This is an optimization exercise on Yosys and OpenROAD, whose aim is small area, a short achievable clock period and few clock cycles per item, not a production implementation. Where RTL was checked, it was by simulation tests only, not by an equivalence proof against the original.

== P ==
## fs_group_descriptor_checksum_core
module fs_group_descriptor_checksum_core #(
	parameter logic [6:0] MAX_DESC_BYTES = 7'd64
) (
	input  logic                               clk,
	input  logic                               arst_n,
	input  logic                               cfg_valid,
	output logic                               cfg_ready,
	input  logic [fgdc_pkg::REG_INDEX_W-1:0]   cfg_index,
	input  logic [63:0]                        cfg_data,
	input  logic                               in_valid,
	output logic                               in_ready,
	input  logic [31:0]                        group_number,
	input  logic [7:0]                         data_byte,
	input  logic                               first_byte,
	input  logic                               last_byte,
	output logic                               out_valid,
	input  logic                               out_ready,
	output logic [15:0]                        checksum,
	output logic                               checksum_valid
);
	logic        meta_q;       
  ...
==> flow/config.mk <==
export PLATFORM = sky130hd
export DESIGN_NAME = fs_group_descriptor_checksum_core
export DESIGN_NICKNAME = fs_group_descriptor_checksum_core
export VERILOG_FILES = /design/flow/design.v
export SDC_FILE = /design/flow/constraint.sdc
export NUM_CORES = 4
export LEC_CHECK = 0
export CAP_MARGIN = 20
export CORE_MARGIN = 2
export CORE_UTILIZATION = 60
export SLEW_MARGIN = 20
==> flow/constraint.sdc <==
create_clock -name core_clock -period 10.0 [get_ports {clk}]
set_input_delay 2.0000 -clock core_clock [delete_from_list [all_inputs] [get_ports {clk}]]
set_output_delay 2.0000 -clock core_clock [all_outputs]
set_load 0.01 [all_outputs]
standard.sh (not shown) runs the stock make flow with config.mk's settings and CLKGATE_MAP_FILE= SYNTH_SCRIPT=/design/flow/synth_recipe.tcl, a recipe that flattens the netlist after the stock synthesis.
==> flow/flow/run.sh <==
#!/bin/bash
# Standard layout, with timing repair aiming for a larger setup slack than the clock needs.
set -euo pipefail
bash standard.sh SETUP_SLACK_MARGIN=6 finish > standard_flow.log 2>&1
P went all the way through synthesis, placement and routing and the layout is clean on timing, DRC and antenna.
The following lists how Q was set up differently from P:
--- a/flow/flow/run.sh
+++ b/flow/flow/run.sh
@@ -3,2 +3,2 @@
 set -euo pipefail
-bash standard.sh SETUP_SLACK_MARGIN=6 finish > standard_flow.log 2>&1
+bash standard.sh SETUP_SLACK_MARGIN=8 finish > standard_flow.log 2>&1
Notes after the runs:
- Status | P and Q | clean except Q
- Q did not finish; a tool error ended it in global routing.
- Looking at pre-CTS setup slack, Q sits 0.49 ns above P.
- As far as initial cell density of the core goes, P and Q are indistinguishable; the numbers are identical.
- Reported for P and Q, total standard cell area after synthesis turned out identical to the last digit.
- Half-perimeter wire length of the detailed placement result went up slightly going from P to Q.
- Hold-fix buffer count after cts came out exactly the same in P and Q.
Setup changes, Q to R
--- a/flow/flow/run.sh
+++ b/flow/flow/run.sh
@@ -3,2 +3,2 @@
 set -euo pipefail
-bash standard.sh SETUP_SLACK_MARGIN=8 finish > standard_flow.log 2>&1
+bash standard.sh SETUP_SLACK_MARGIN=7 finish > standard_flow.log 2>&1
Notes after the runs:
Compared with Q, R shows a lower detailed placer's ending HPWL. Comparing Q against R, there is no change at all in die span in x. Reported for R and Q, count of boundary I/O pins turned out identical to the last digit. From Q to R, count of buffers from port buffering did not move at all. Both conditions hold for R: the flow ran to the end and the final layout passed the timing, DRC and antenna checks.
> inputs changed (R -> S)
==> flow/flow/run.sh <==
#!/bin/bash
# Standard layout, with plain buffers on the ports and timing repair aiming for a larger
# setup slack than the clock needs.
set -euo pipefail
bash standard.sh "BUFFER_PORTS_ARGS=-buffer_cell sky130_fd_sc_hd__buf_1" SETUP_SLACK_MARGIN=7 finish > standard_flow.log 2>&1
==> notes.md <==
Every stage of the flow completed for S, and the final layout passed the timing, DRC and antenna checks. From R to S the numbers moved as follows: all-layer global routing usage decreased 0.93 points, non-clock buffer instance count of the final layout -4, fraction of the mapped netlist area in simple logic gates essentially unchanged. ~same delay contributed by the slowest stage of the critical path in R and S. S vs R: routed length on met2 down by a little under 10%. S reports its highest-delay cell along the critical path as sky130_fd_sc_hd__dfstp_2 while R reports sky130_fd_sc_hd__mux4_2. [compare] base=R new=S: hold slack lower, utilization after layout -6.1 points, area taken by flip-flops and latches saw little to no change.
Edits applied to the flow inputs when going from S to T:
==> flow/run.sh (new file) <==
#!/bin/bash
# synth_recipe.tcl (not shown) runs the flow's synth.tcl, then flattens the netlist and writes it again
# the make line also repeats each setting of config.mk as NAME=value (left out here)
make -C /OpenROAD-flow-scripts/flow DESIGN_CONFIG=/design/flow/config.mk WORK_HOME=/design/flow/orfs CLKGATE_MAP_FILE= SYNTH_SCRIPT=/design/flow/synth_recipe.tcl finish
removed: flow/flow/run.sh
removed: flow/standard.sh
Results
Cmp S and T / maximum clock rate / lower: T. The slowest cell on the critical path comes out sky130_fd_sc_hd__dfstp_2 in one run and sky130_fd_sc_hd__nand2_1 in the other, namely in S and T respectively. Fraction of layout instances using a drive strength above 1 in T is 2.6 points below S. Detailed placer's ending HPWL on T is up relative to S. Per the comparison of T with S, wire length went down, max-slew headroom at the worst pin shrank by 13 points. Going from S to T, ratio of final minimum period to clock period went up.
Function was not checked in any run of this note: the RTL went through the layout flow alone.

---

The RTL this note starts from:
==> flow/design.v <==
`timescale 1ns / 1ps
package fgdc_pkg;
	localparam logic [31:0] POLY32 = 32'h82F6_3B78;
	localparam logic [31:0] POLY16 = 32'h0000_A001;
	localparam logic [15:0] CRC16_INIT = 16'hFFFF;
	localparam logic [1:0] MODE_NONE   = 2'd0;
	localparam logic [1:0] MODE_META   = 2'd1;
	localparam logic [1:0] MODE_LEGACY = 2'd2;
	localparam int REG_INDEX_W = 3;
	localparam logic [REG_INDEX_W-1:0] REG_MODE      = 3'd0;
	localparam logic [REG_INDEX_W-1:0] REG_SEED      = 3'd1;
	localparam logic [REG_INDEX_W-1:0] REG_VID_LOW   = 3'd2;
	localparam logic [REG_INDEX_W-1:0] REG_VID_HIGH  = 3'd3;
	localparam logic [REG_INDEX_W-1:0] REG_DESC_SIZE = 3'd4;
	localparam logic [REG_INDEX_W-1:0] REG_WIDE      = 3'd5;
	function automatic logic [31:0] step8(input logic [31:0] c, input logic [31:0] poly);
		logic [31:0] r;
		r = c;
		for (int k = 0; k < 8; k++) begin
			r = r[0] ? ((r >> 1) ^ poly) : (r >> 1);
		end
		step8 = r;
	endfunction
	function automatic logic [15:0] crc16_byte(input logic [15:0] c, input logic [7:0] b);
		logic [15:0] r;
		r = c ^ {8'h0, b};
		for (int k = 0; k < 8; k++) begin
			r = r[0] ? ((r >> 1) ^ 16'hA001) : (r >> 1);
		end
		crc16_byte = r;
	endfunction
	function automatic logic [15:0] uuid_crc_zero();
		logic [15:0] c;
		c = CRC16_INIT;
		for (int i = 0; i < 16; i++) begin
			c = crc16_byte(c, 8'h00);
		end
		uuid_crc_zero = c;
	endfunction
	localparam logic [15:0] UUID_CRC_RESET = uuid_crc_zero();
endpackage
`timescale 1ns / 1ps
`timescale 1ns / 1ps
module fs_group_descriptor_checksum_core #(
	parameter logic [6:0] MAX_DESC_BYTES = 7'd64
) (
	input  logic                               clk,
	input  logic                               arst_n,
	input  logic                               cfg_valid,
	output logic                               cfg_ready,
	input  logic [fgdc_pkg::REG_INDEX_W-1:0]   cfg_index,
	input  logic [63:0]                        cfg_data,
	input  logic                               in_valid,
	output logic                               in_ready,
	input  logic [31:0]                        group_number,
	input  logic [7:0]                         data_byte,
	input  logic                               first_byte,
	input  logic                               last_byte,
	output logic                               out_valid,
	input  logic                               out_ready,
	output logic [15:0]                        checksum,
	output logic                               checksum_valid
);
	logic        meta_q;       
	logic        leg_q;        
	logic [31:0] seed_q;
	logic        sok_q;        
	logic [15:0] vla_q;        
	logic [15:0] vhb_q;        
	logic        uok_q;        
	logic        span64_q;     
	logic [4:0]  span_lo_q;    
	logic        wide_q;
	logic [31:0] crc_q;
	logic [7:0]  ib_q;         
	logic        hv_q;         
	logic        hl_q;         
	logic        hs_q;         
	logic [6:0]  pos_q;        
	logic        op_pre_q;     
	logic [1:0]  pcnt_q;       
	logic        op_clr_q;     
	logic        op_dat_q;     
	logic        op_cz_q;      
	logic        ej_q;         
	logic        vlow_q;       
	logic        in_rdy_q;
	logic        cfg_rdy_q;
	logic        ov_q;
	logic [15:0] cs_q;
	logic        cv_q;
	logic        in_acc, first_acc, cfg_acc, det, det_vid, busy, proc_h, produce, fold_h;
	logic        e_meta, e_leg, e_hold;
	logic [31:0] x, y, r_step, kstart;
	logic [15:0] ucrc;
	logic [7:0]  cfg_byte;
	logic [6:0]  npos;
	logic        n_field, n_step;
	logic        op_pre_n, op_clr_n, op_dat_n, op_cz_n, cop_q, cop_n, hv_n, hl_n, ov_n;
	assign in_acc    = in_valid && in_rdy_q;
	assign first_acc = in_acc && first_byte;
	assign cfg_acc   = cfg_valid && cfg_rdy_q;
	assign cop_q     = op_clr_q || op_dat_q || op_cz_q;
	assign busy      = op_pre_q || cop_q;
	assign det       = cfg_valid && !cfg_rdy_q && !cop_q;
	assign det_vid   = det && (cfg_index == fgdc_pkg::REG_VID_LOW ||
		cfg_index == fgdc_pkg::REG_VID_HIGH);
	assign proc_h    = hv_q && !busy && !(hl_q && ov_q);
	assign produce   = proc_h && hl_q;
	assign fold_h    = proc_h && hs_q;
	assign npos    = pos_q[6] ? pos_q : pos_q + 7'd1;
	assign n_field = (npos[6:1] == 6'b001111);
	assign n_step  = !npos[6] && (!npos[5] || span64_q || (npos[4:0] < span_lo_q)) &&
		!(leg_q && (n_field || (npos[5] && !wide_q)));
	assign cfg_byte = cfg_data[{pos_q[2:0], 3'b000} +: 8];
	assign e_meta = meta_q && (op_pre_q || fold_h);
	assign e_leg  = (leg_q && (op_pre_q || fold_h)) || op_dat_q || op_cz_q;
	assign e_hold = !(busy || fold_h);
	assign x = crc_q ^ {24'h0, ej_q ? ib_q : 8'h00};
	assign y = (e_meta ? fgdc_pkg::step8(x, fgdc_pkg::POLY32) : 32'h0) |
		(e_leg ? fgdc_pkg::step8(x, fgdc_pkg::POLY16) : 32'h0);
	assign r_step = y | (e_hold ? crc_q : 32'h0);
	assign ucrc   = fgdc_pkg::UUID_CRC_RESET ^ (uok_q ? (vla_q ^ vhb_q) : 16'h0);
	assign kstart = ((meta_q && sok_q) ? seed_q : 32'h0) | (meta_q ? 32'h0 : {16'h0, ucrc});
	assign op_pre_n = first_acc || (op_pre_q && pcnt_q != 2'd0);
	assign op_clr_n = det_vid;
	assign op_dat_n = cop_q && pos_q <= 7'd7;
	assign op_cz_n  = cop_q && vlow_q && pos_q >= 7'd8 && pos_q <= 7'd15;
	assign cop_n    = op_clr_n || op_dat_n || op_cz_n;
	assign hv_n = in_acc || (hv_q && !proc_h);
	assign hl_n = in_acc ? last_byte : hl_q;
	assign ov_n = produce || (ov_q && !out_ready);
	always_ff @(posedge clk or negedge arst_n) begin
		if (!arst_n) begin
			meta_q    <= 1'b0;
			leg_q     <= 1'b0;
			sok_q     <= 1'b0;
			uok_q     <= 1'b0;
			span64_q  <= 1'b0;
			span_lo_q <= '0;
			wide_q    <= 1'b0;
		end else begin
			if (cfg_acc) begin
				case (cfg_index)
					fgdc_pkg::REG_MODE: begin
						meta_q <= (cfg_data[1:0] == fgdc_pkg::MODE_META);
						leg_q  <= (cfg_data[1:0] == fgdc_pkg::MODE_LEGACY);
					end
					fgdc_pkg::REG_SEED: sok_q <= 1'b1;
					fgdc_pkg::REG_DESC_SIZE: begin
						span64_q  <= cfg_data[6];
						span_lo_q <= (cfg_data[6] || !cfg_data[5]) ? 5'd0 : cfg_data[4:0];
					end
					fgdc_pkg::REG_WIDE: wide_q <= cfg_data[0];
					default: ;
				endcase
			end
			if (op_clr_q) begin
				uok_q <= 1'b1;
			end
		end
	end
	always_ff @(posedge clk) begin
		if (cfg_acc && cfg_index == fgdc_pkg::REG_SEED) begin
			seed_q <= cfg_data[31:0];
		end
		if ((op_dat_q && pos_q == 7'd8 && !vlow_q) || (op_clr_q && !uok_q && vlow_q)) begin
			vhb_q <= y[15:0];
		end
		if ((op_cz_q && pos_q == 7'd16) || (op_clr_q && !uok_q && !vlow_q)) begin
			vla_q <= y[15:0];
		end
	end
	always_ff @(posedge clk or negedge arst_n) begin
		if (!arst_n) begin
			hv_q      <= 1'b0;
			op_pre_q  <= 1'b0;
			op_clr_q  <= 1'b0;
			op_dat_q  <= 1'b0;
			op_cz_q   <= 1'b0;
			ov_q      <= 1'b0;
		end else begin
			hv_q      <= hv_n;
			op_pre_q  <= op_pre_n;
			op_clr_q  <= op_clr_n;
			op_dat_q  <= op_dat_n;
			op_cz_q   <= op_cz_n;
			ov_q      <= ov_n;
		end
	end
	always_ff @(posedge clk) begin
		in_rdy_q  <= !(op_pre_n || cop_n) && !(hv_n && hl_n && ov_n);
		cfg_rdy_q <= (det && !det_vid) || (op_dat_q && pos_q == 7'd7);
		cv_q      <= meta_q || leg_q;
	end
	always_ff @(posedge clk) begin
		crc_q <= first_acc ? (kstart ^ group_number) : r_step;
		ej_q  <= !(op_pre_n || op_cz_n);
		if (first_acc) begin
			pcnt_q <= 2'd3;
		end else if (op_pre_q) begin
			pcnt_q <= pcnt_q - 2'd1;
		end
		if (in_acc) begin
			ib_q  <= (!first_byte && n_field) ? 8'h00 : data_byte;
			hl_q  <= last_byte;
			hs_q  <= first_byte || n_step;
			pos_q <= first_byte ? 7'd0 : npos;
		end else begin
			if (cop_q && pos_q <= 7'd7) begin
				ib_q <= cfg_byte;
			end
			if (det_vid) begin
				pos_q <= 7'd0;
			end else if (cop_q) begin
				pos_q <= npos;
			end
		end
		if (det_vid) begin
			vlow_q <= (cfg_index == fgdc_pkg::REG_VID_LOW);
		end
		if (produce) begin
			cs_q <= r_step[15:0];
		end
	end
	assign in_ready       = in_rdy_q;
	assign cfg_ready      = cfg_rdy_q;
	assign out_valid      = ov_q;
	assign checksum       = cs_q;
	assign checksum_valid = cv_q;
endmodule
export LEC_CHECK = 0
export CAP_MARGIN = 20
export CORE_MARGIN = 2
export CORE_UTILIZATION = 60
export SLEW_MARGIN = 20
create_clock -name core_clock -period 10.0 [get_ports {clk}]
==> flow/flow/run.sh <==
#!/bin/bash
# Standard layout, with plain buffers on the ports and timing repair aiming for a larger
# setup slack than the clock needs.
set -euo pipefail
bash standard.sh "BUFFER_PORTS_ARGS=-buffer_cell sky130_fd_sc_hd__buf_1" SETUP_SLACK_MARGIN=7 finish > standard_flow.log 2>&1
The baseline finished with timing, DRC and antenna clean.
Testbench counts at the start, summed over its fixed seeds: cycles 41,912, items 37,992.
Change:
- CORE_UTILIZATION: 60 -> 75
- CTS_BUF_LIST: default -> sky130_fd_sc_hd__clkbuf_8
- CTS_CLUSTER_SIZE: default -> 20
Effect: Die area shrinks by about 20%. Area after synthesis stays the same. Worst setup slack gets worse by 39 ps. Synthesized cell count does not change. Clock-buffer cell count shrinks by 1. Clock skew grows by 8.3 ps. Register-to-register slack gets worse by 120 ps. Wire length grows by about 10%. Sequential cell count does not change. Worst hold slack gets better by 18 ps.
Change:
==> flow/flow/run.sh (replaced) <==
#!/bin/bash
# Standard layout, with plain buffers on the ports and timing repair aiming for a larger
# setup slack than the clock needs.
set -euo pipefail
bash standard.sh "BUFFER_PORTS_ARGS=-buffer_cell sky130_fd_sc_hd__buf_1" SETUP_SLACK_MARGIN=7.4 finish > standard_flow.log 2>&1
- CORE_UTILIZATION: 75 -> 60
- CTS_BUF_LIST: sky130_fd_sc_hd__clkbuf_8 -> default
- CTS_CLUSTER_SIZE: 20 -> default
- wire length goes up by 18%
- global-route usage decreases by 4.0 points
- synthesized area does not change
- count of clock-buffer cells in the layout is unchanged
- worst setup slack improves by 49 ps
- clock skew went down by 3.5 ps
- final area goes up by 22%
Change:
==> flow/flow/run.sh (replaced) <==
#!/bin/bash
# Standard layout, with plain buffers on the ports and timing repair aiming for a larger
# setup slack than the clock needs.
set -euo pipefail
bash standard.sh "BUFFER_PORTS_ARGS=-buffer_cell sky130_fd_sc_hd__buf_1" SETUP_SLACK_MARGIN=7 finish > standard_flow.log 2>&1
- CTS_BUF_LIST: default -> sky130_fd_sc_hd__clkbuf_8
- CTS_CLUSTER_SIZE: default -> 20
Effect: The new run produced a clean layout. Final area drops by 17%. Global-route usage falls by 6.1 points. Setup slack gets worse by 53 ps. Flip-flop and latch count stays the same.

-- re-timing with driven ports --
How much do the figures lean on ideal ports? The routed layouts below were timed once more, with nothing changed but the port constraints.
Step 1 (the two cells are an assumption about what drives the block):
set clk [get_ports {clk}]
set_driving_cell -lib_cell sky130_fd_sc_hd__clkbuf_16 $clk
set_driving_cell -lib_cell sky130_fd_sc_hd__buf_2 [delete_from_list [all_inputs] $clk]
Step 2 adds t to the input delays and takes it off the output delays; t is the mean of the earliest and latest rising clock arrival at the registers after step 1. Input paths then give back, and output paths get back, about the clock's delay inside the block.
Three values: ideal, step 1, step 2; two values: the first two.
| run | shift t [ns] | setup slack, ns | latest minus earliest clock arrival (ns) |
|---|---|---|---|
| P | 0.472 | 6.313 / 6.336 / 5.864 | 0.008 / 0.008 |
| R | 0.476 | 6.868 / 6.856 / 6.417 | 0.012 / 0.012 |
| S | 0.473 | 6.926 / 6.884 / 6.533 | 0.009 / 0.009 |
| T | 0.476 | 5.723 / 5.744 / 5.268 | 0.012 / 0.012 |
| the first run of note 2 | 0.467 | 6.997 / 6.955 / 6.600 | 0.010 / 0.010 |
| the second run of note 2 | 0.499 | 6.958 / 6.919 / 6.543 | 0.016 / 0.015 |
| the third run of note 2 | 0.471 | 7.007 / 6.964 / 6.673 | 0.012 / 0.012 |
| the fourth run of note 2 | 0.482 | 6.954 / 6.920 / 6.594 | 0.016 / 0.015 |
After both steps every run listed still meets setup and hold. For T, which loses most, drivers alone change the setup slack by +0.021 ns; drivers and shift together by -0.455 ns.
